Background: an optimization exercise with open tools, aiming at small area and a short achievable clock period. Do not read the settings as production practice. The RTL was checked by simulation tests, not by an equivalence proof against the original design. Power is estimated from default activity; no workload was simulated.

// vga_pixel_fifo
module vga_pixel_fifo #(
    parameter  int WIDTH     = 24,
    parameter  int DEPTH     = 64,
    parameter  int AF_THRESH = 48,
    localparam int AW        = $clog2(DEPTH),
    localparam int LW        = AW + 1,
    localparam int NS        = DEPTH,
    localparam int NA        = 8,
    localparam int NB        = NS / NA
) (
    input  logic             clk,
    input  logic             rst,
    input  logic             flush,
    input  logic             wr_en,
    input  logic [WIDTH-1:0] wr_data,
    input  logic             rd_en,
    output logic [WIDTH-1:0] pixel_out,
    output logic             fifo_empty,
    output logic             fifo_full,
    output logic             almost_full,
    output logic [LW-1:0]    level,
    output logic             overflow,
    output logic             underflow
);
==> module vga_pixel_fifo, before the edit <==
module vga_pixel_fifo #(
    parameter  int WIDTH     = 24,
    parameter  int DEPTH     = 64,
    parameter  int AF_THRESH = 48,
    localparam int AW        = $clog2(DEPTH),
    localparam int LW        = AW + 1,
    localparam int NS        = DEPTH,
    localparam int NA        = 8,
    localparam int NB        = NS / NA
) (
    input  logic             clk,
    input  logic             rst,
    input  logic             flush,
    input  logic             wr_en,
    input  logic [WIDTH-1:0] wr_data,
    input  logic             rd_en,
    output logic [WIDTH-1:0] pixel_out,
    output logic             fifo_empty,
    output logic             fifo_full,
    output logic             almost_full,
    output logic [LW-1:0]    level,
    output logic             overflow,
    output logic             underflow
);
    logic [WIDTH-1:0] mem_r [NS];
    logic [NA-1:0]    wr_a_r;        
    logic [NB-1:0]    wr_b_r;        
    logic [NS-1:0]    rd_sel_r;      
    logic [NS-1:0]    rd_sel2_r;     
    logic [LW-1:0]    level_r;
    logic [WIDTH-1:0] head_r;
    logic             empty_r;       
    logic             full_r;        
    logic             ne_r;          
    logic             nf_r;          
    logic             low_r;         
    logic             ge2_r;         
    logic             mid_r;         
    logic             almost_full_r;
    logic             overflow_r;
    logic             underflow_r;
    logic             pop_s;
    logic             push_s;
    logic             mem_we_s;
    logic             head_we_s;
    logic             up_s;
    logic             dn_s;
    logic [LW-1:0]    level_next_s;
    logic             empty_next_s;
    logic             low_next_s;
    logic             full_next_s;
    logic             mid_next_s;
    logic             af_next_s;
    logic             head_rd_s;     
    logic [WIDTH-1:0] head_oth_s;    
    logic [WIDTH-1:0] head_next_s;
    always_comb begin
        pop_s     = rd_en & ~empty_r;
        push_s    = wr_en & (nf_r | rd_en);
        mem_we_s  = wr_en & (rd_en ? ge2_r : mid_r);
        head_we_s = empty_r ? wr_en : rd_en;
        head_rd_s = rd_en & ge2_r;
        head_oth_s = (head_we_s & low_r) ? wr_data : head_r;
        up_s      = wr_en & (rd_en ? empty_r : nf_r);
        dn_s      = rd_en & ~empty_r & ~wr_en;
        if (up_s) begin
            level_next_s = level_r + LW'(1);
            empty_next_s = 1'b0;
            low_next_s   = empty_r;
            full_next_s  = (level_r == LW'(DEPTH - 1));
            mid_next_s   = (level_r != LW'(DEPTH - 1));
            af_next_s    = (level_r >= LW'(AF_THRESH - 1));
        end else if (dn_s) begin
            level_next_s = level_r - LW'(1);
            empty_next_s = (level_r == LW'(1));
            low_next_s   = (level_r <= LW'(2));
            full_next_s  = 1'b0;
            mid_next_s   = (level_r >= LW'(2));
            af_next_s    = (level_r >= LW'(AF_THRESH + 1));
        end else begin
            level_next_s = level_r;
            empty_next_s = empty_r;
            low_next_s   = low_r;
            full_next_s  = full_r;
            mid_next_s   = mid_r;
            af_next_s    = almost_full_r;
        end
    end
    for (genvar b = 0; b < WIDTH; b++) begin : g_rd
        logic [NS-1:0] s_x;
        assign s_x = (b < WIDTH / 2) ? rd_sel_r : rd_sel2_r;
        logic [NS-1:0] d_x;
        logic [7:0]    l2;           
        logic [3:0]    l3_n;         
        for (genvar k = 0; k < NS; k++) begin : g_d
            assign d_x[k] = mem_r[k][b];
        end
        for (genvar j = 0; j < 8; j++) begin : g_l2
            vga_pixel_fifo_ao8 u_ao (.s(s_x[8*j +: 8]), .d(d_x[8*j +: 8]), .y(l2[j]));
        end
        for (genvar j = 0; j < 4; j++) begin : g_l3
            vga_pixel_fifo_nor2 u_nor (.a(l2[2*j]), .b(l2[2*j+1]), .y(l3_n[j]));
        end
        vga_pixel_fifo_hmux u_l4 (
            .a(l3_n), .s(head_rd_s), .o(head_oth_s[b]), .y(head_next_s[b]));
    end
    always_ff @(posedge clk) begin
        for (int i = 0; i < NS; i++) begin
            if (wr_a_r[i % NA] && wr_b_r[i / NA]) begin
                mem_r[i] <= wr_data;
            end
        end
    end
    always_ff @(posedge clk or negedge rst) begin
        if (!rst) begin
            head_r <= {WIDTH{1'b0}};
        end else begin
            head_r <= head_next_s;
        end
    end
    always_ff @(posedge clk or negedge rst) begin
        if (!rst) begin
            wr_a_r        <= NA'(1);
            wr_b_r        <= NB'(1);
            rd_sel_r      <= NS'(1);
            rd_sel2_r     <= NS'(1);
            level_r       <= {LW{1'b0}};
            empty_r       <= 1'b1;
            full_r        <= 1'b0;
            ne_r          <= 1'b0;
            nf_r          <= 1'b1;
            low_r         <= 1'b1;
            ge2_r         <= 1'b0;
            mid_r         <= 1'b0;
            almost_full_r <= 1'b0;
            overflow_r    <= 1'b0;
            underflow_r   <= 1'b0;
        end else if (flush) begin
            wr_a_r        <= NA'(1);
            wr_b_r        <= NB'(1);
            rd_sel_r      <= NS'(1);
            rd_sel2_r     <= NS'(1);
            level_r       <= {LW{1'b0}};
            empty_r       <= 1'b1;
            full_r        <= 1'b0;
            ne_r          <= 1'b0;
            nf_r          <= 1'b1;
            low_r         <= 1'b1;
            ge2_r         <= 1'b0;
            mid_r         <= 1'b0;
            almost_full_r <= 1'b0;
            overflow_r    <= 1'b0;
            underflow_r   <= 1'b0;
        end else begin
            if (mem_we_s) begin
                wr_a_r <= {wr_a_r[NA-2:0], wr_a_r[NA-1]};
                if (wr_a_r[NA-1]) wr_b_r <= {wr_b_r[NB-2:0], wr_b_r[NB-1]};
            end
            if (rd_en & ge2_r) begin
                rd_sel_r  <= {rd_sel_r[NS-2:0], rd_sel_r[NS-1]};
                rd_sel2_r <= {rd_sel2_r[NS-2:0], rd_sel2_r[NS-1]};
            end
            level_r       <= level_next_s;
            empty_r       <= empty_next_s;
            full_r        <= full_next_s;
            ne_r          <= ~empty_next_s;
            nf_r          <= ~full_next_s;
            low_r         <= low_next_s;
            ge2_r         <= ~low_next_s;
            mid_r         <= mid_next_s;
            almost_full_r <= af_next_s;
            overflow_r    <= overflow_r | (wr_en & full_r & ~rd_en);
            underflow_r   <= underflow_r | (rd_en & empty_r);
        end
    end
    assign pixel_out   = head_r;
    assign fifo_empty  = ~ne_r;
    assign fifo_full   = full_r;
    assign almost_full = almost_full_r;
    assign level       = level_r;
    assign overflow    = overflow_r;
    assign underflow   = underflow_r;
endmodule
export LEC_CHECK = 0
export CAP_MARGIN = 20
export CORE_MARGIN = 2
export CORE_UTILIZATION = 55
export PLACE_DENSITY = 0.65
export SETUP_SLACK_MARGIN = 1.6
export SLEW_MARGIN = 20
export SYNTH_HIERARCHICAL = 1
export SYNTH_MINIMUM_KEEP_SIZE = 0
create_clock -name core_clock -period 3.3 [get_ports {clk}]
standard.sh (not shown) runs the stock make flow with config.mk's settings and CLKGATE_MAP_FILE= SYNTH_SCRIPT=/design/flow/synth_recipe.tcl, a recipe that flattens the netlist after the stock synthesis.
==> flow/flow/run.sh <==
#!/bin/bash
# Standard ORFS layout, with two changes:
#  - clock tree: no dummy loads, sink clusters of 25 within 80 um;
#  - port buffers: buf_4, not the default pick (a slow delay buffer).
set -euo pipefail
export CTS_ARGS="-sink_clustering_enable -repair_clock_nets -dont_use_dummy_load -sink_clustering_size 25 -sink_clustering_max_diameter 80"
export BUFFER_PORTS_ARGS="-buffer_cell sky130_fd_sc_hd__buf_4"
bash standard.sh > standard.log 2>&1
Next try:
--- a/flow/design.v
+++ b/flow/design.v
@@ -44,49 +44,25 @@
     logic             mem_we_s;
     logic             head_we_s;
     logic             up_s;
     logic             dn_s;
     logic [LW-1:0]    level_next_s;
-    logic             empty_next_s;
-    logic             low_next_s;
-    logic             full_next_s;
-    logic             mid_next_s;
-    logic             af_next_s;
     logic             head_rd_s;     
     logic [WIDTH-1:0] head_oth_s;    
     logic [WIDTH-1:0] head_next_s;
     always_comb begin
-        pop_s     = rd_en & ~empty_r;
+        pop_s     = rd_en & ne_r;
         push_s    = wr_en & (nf_r | rd_en);
         mem_we_s  = wr_en & (rd_en ? ge2_r : mid_r);
-        head_we_s = empty_r ? wr_en : rd_en;
+        head_we_s = ne_r ? rd_en : wr_en;
         head_rd_s = rd_en & ge2_r;
         head_oth_s = (head_we_s & low_r) ? wr_data : head_r;
-        up_s      = wr_en & (rd_en ? empty_r : nf_r);
-        dn_s      = rd_en & ~empty_r & ~wr_en;
-        if (up_s) begin
-            level_next_s = level_r + LW'(1);
-            empty_next_s = 1'b0;
-            low_next_s   = empty_r;
-            full_next_s  = (level_r == LW'(DEPTH - 1));
-            mid_next_s   = (level_r != LW'(DEPTH - 1));
-            af_next_s    = (level_r >= LW'(AF_THRESH - 1));
-        end else if (dn_s) begin
-            level_next_s = level_r - LW'(1);
-            empty_next_s = (level_r == LW'(1));
-            low_next_s   = (level_r <= LW'(2));
-            full_next_s  = 1'b0;
-            mid_next_s   = (level_r >= LW'(2));
-            af_next_s    = (level_r >= LW'(AF_THRESH + 1));
-        end else begin
-            level_next_s = level_r;
-            empty_next_s = empty_r;
-            low_next_s   = low_r;
-            full_next_s  = full_r;
-            mid_next_s   = mid_r;
-            af_next_s    = almost_full_r;
-        end
+        up_s      = push_s & ~pop_s;
+        dn_s      = pop_s & ~push_s;
+        if (up_s)      level_next_s = level_r + LW'(1);
+        else if (dn_s) level_next_s = level_r - LW'(1);
+        else           level_next_s = level_r;
     end
     for (genvar b = 0; b < WIDTH; b++) begin : g_rd
         logic [NS-1:0] s_x;
         assign s_x = (b < WIDTH / 2) ? rd_sel_r : rd_sel2_r;
         logic [NS-1:0] d_x;
@@ -159,24 +135,24 @@
             if (rd_en & ge2_r) begin
                 rd_sel_r  <= {rd_sel_r[NS-2:0], rd_sel_r[NS-1]};
                 rd_sel2_r <= {rd_sel2_r[NS-2:0], rd_sel2_r[NS-1]};
             end
             level_r       <= level_next_s;
-            empty_r       <= empty_next_s;
-            full_r        <= full_next_s;
-            ne_r          <= ~empty_next_s;
-            nf_r          <= ~full_next_s;
-            low_r         <= low_next_s;
-            ge2_r         <= ~low_next_s;
-            mid_r         <= mid_next_s;
-            almost_full_r <= af_next_s;
-            overflow_r    <= overflow_r | (wr_en & full_r & ~rd_en);
-            underflow_r   <= underflow_r | (rd_en & empty_r);
+            empty_r       <= (level_next_s == LW'(0));
+            full_r        <= (level_next_s == LW'(DEPTH));
+            ne_r          <= (level_next_s != LW'(0));
+            nf_r          <= (level_next_s != LW'(DEPTH));
+            low_r         <= (level_next_s <= LW'(1));
+            ge2_r         <= (level_next_s >= LW'(2));
+            mid_r         <= (level_next_s != LW'(0)) && (level_next_s != LW'(DEPTH));
+            almost_full_r <= (level_next_s >= LW'(AF_THRESH));
+            overflow_r    <= overflow_r | (wr_en & ~nf_r & ~rd_en);
+            underflow_r   <= underflow_r | (rd_en & ~ne_r);
         end
     end
     assign pixel_out   = head_r;
-    assign fifo_empty  = ~ne_r;
+    assign fifo_empty  = empty_r;
     assign fifo_full   = full_r;
     assign almost_full = almost_full_r;
     assign level       = level_r;
     assign overflow    = overflow_r;
     assign underflow   = underflow_r;
After rerunning:
- total power goes up by 5.7%
- via count increases by 0.44%
- final cell count stays flat
- combinational power is higher by 120%
- synthesized cell count falls by 0.51%
- design area came out higher by 0.48%
- global-route usage goes up by 0.60 points
- wire length climbs by 1.4%
- worst setup slack is better by 3.7 ps

[static timing again, ports no longer ideal]
The results above use ideal ports. As a check the final layouts listed here were re-extracted and re-timed, cells and wires unchanged. Step 1 sets driving cells, clkbuf_16 on the clock port and buf_2 on the other inputs (assumed; they add their load-dependent delay and slew). Step 2 adds t to the input delays and takes it off the output delays; t is the mean of the earliest and latest rising clock arrival at the registers after step 1. Input paths then give back, and output paths get back, about the clock's delay inside the block. Slacks: no drivers / after step 1 / after step 2; pairs: no drivers / after step 1.
run	t (ns)	setup slack, ns	worst setup path at the end	clock arrival spread, ns
the first run	0.736	1.308 / 1.235 / 1.054	input to register	0.052 / 0.053
the second run	0.748	1.312 / 1.238 / 0.804	input to register	0.041 / 0.041
After both steps every run listed still meets setup and hold. For the second run, which loses most, drivers alone change the setup slack by -0.074 ns; drivers and shift together by -0.508 ns.
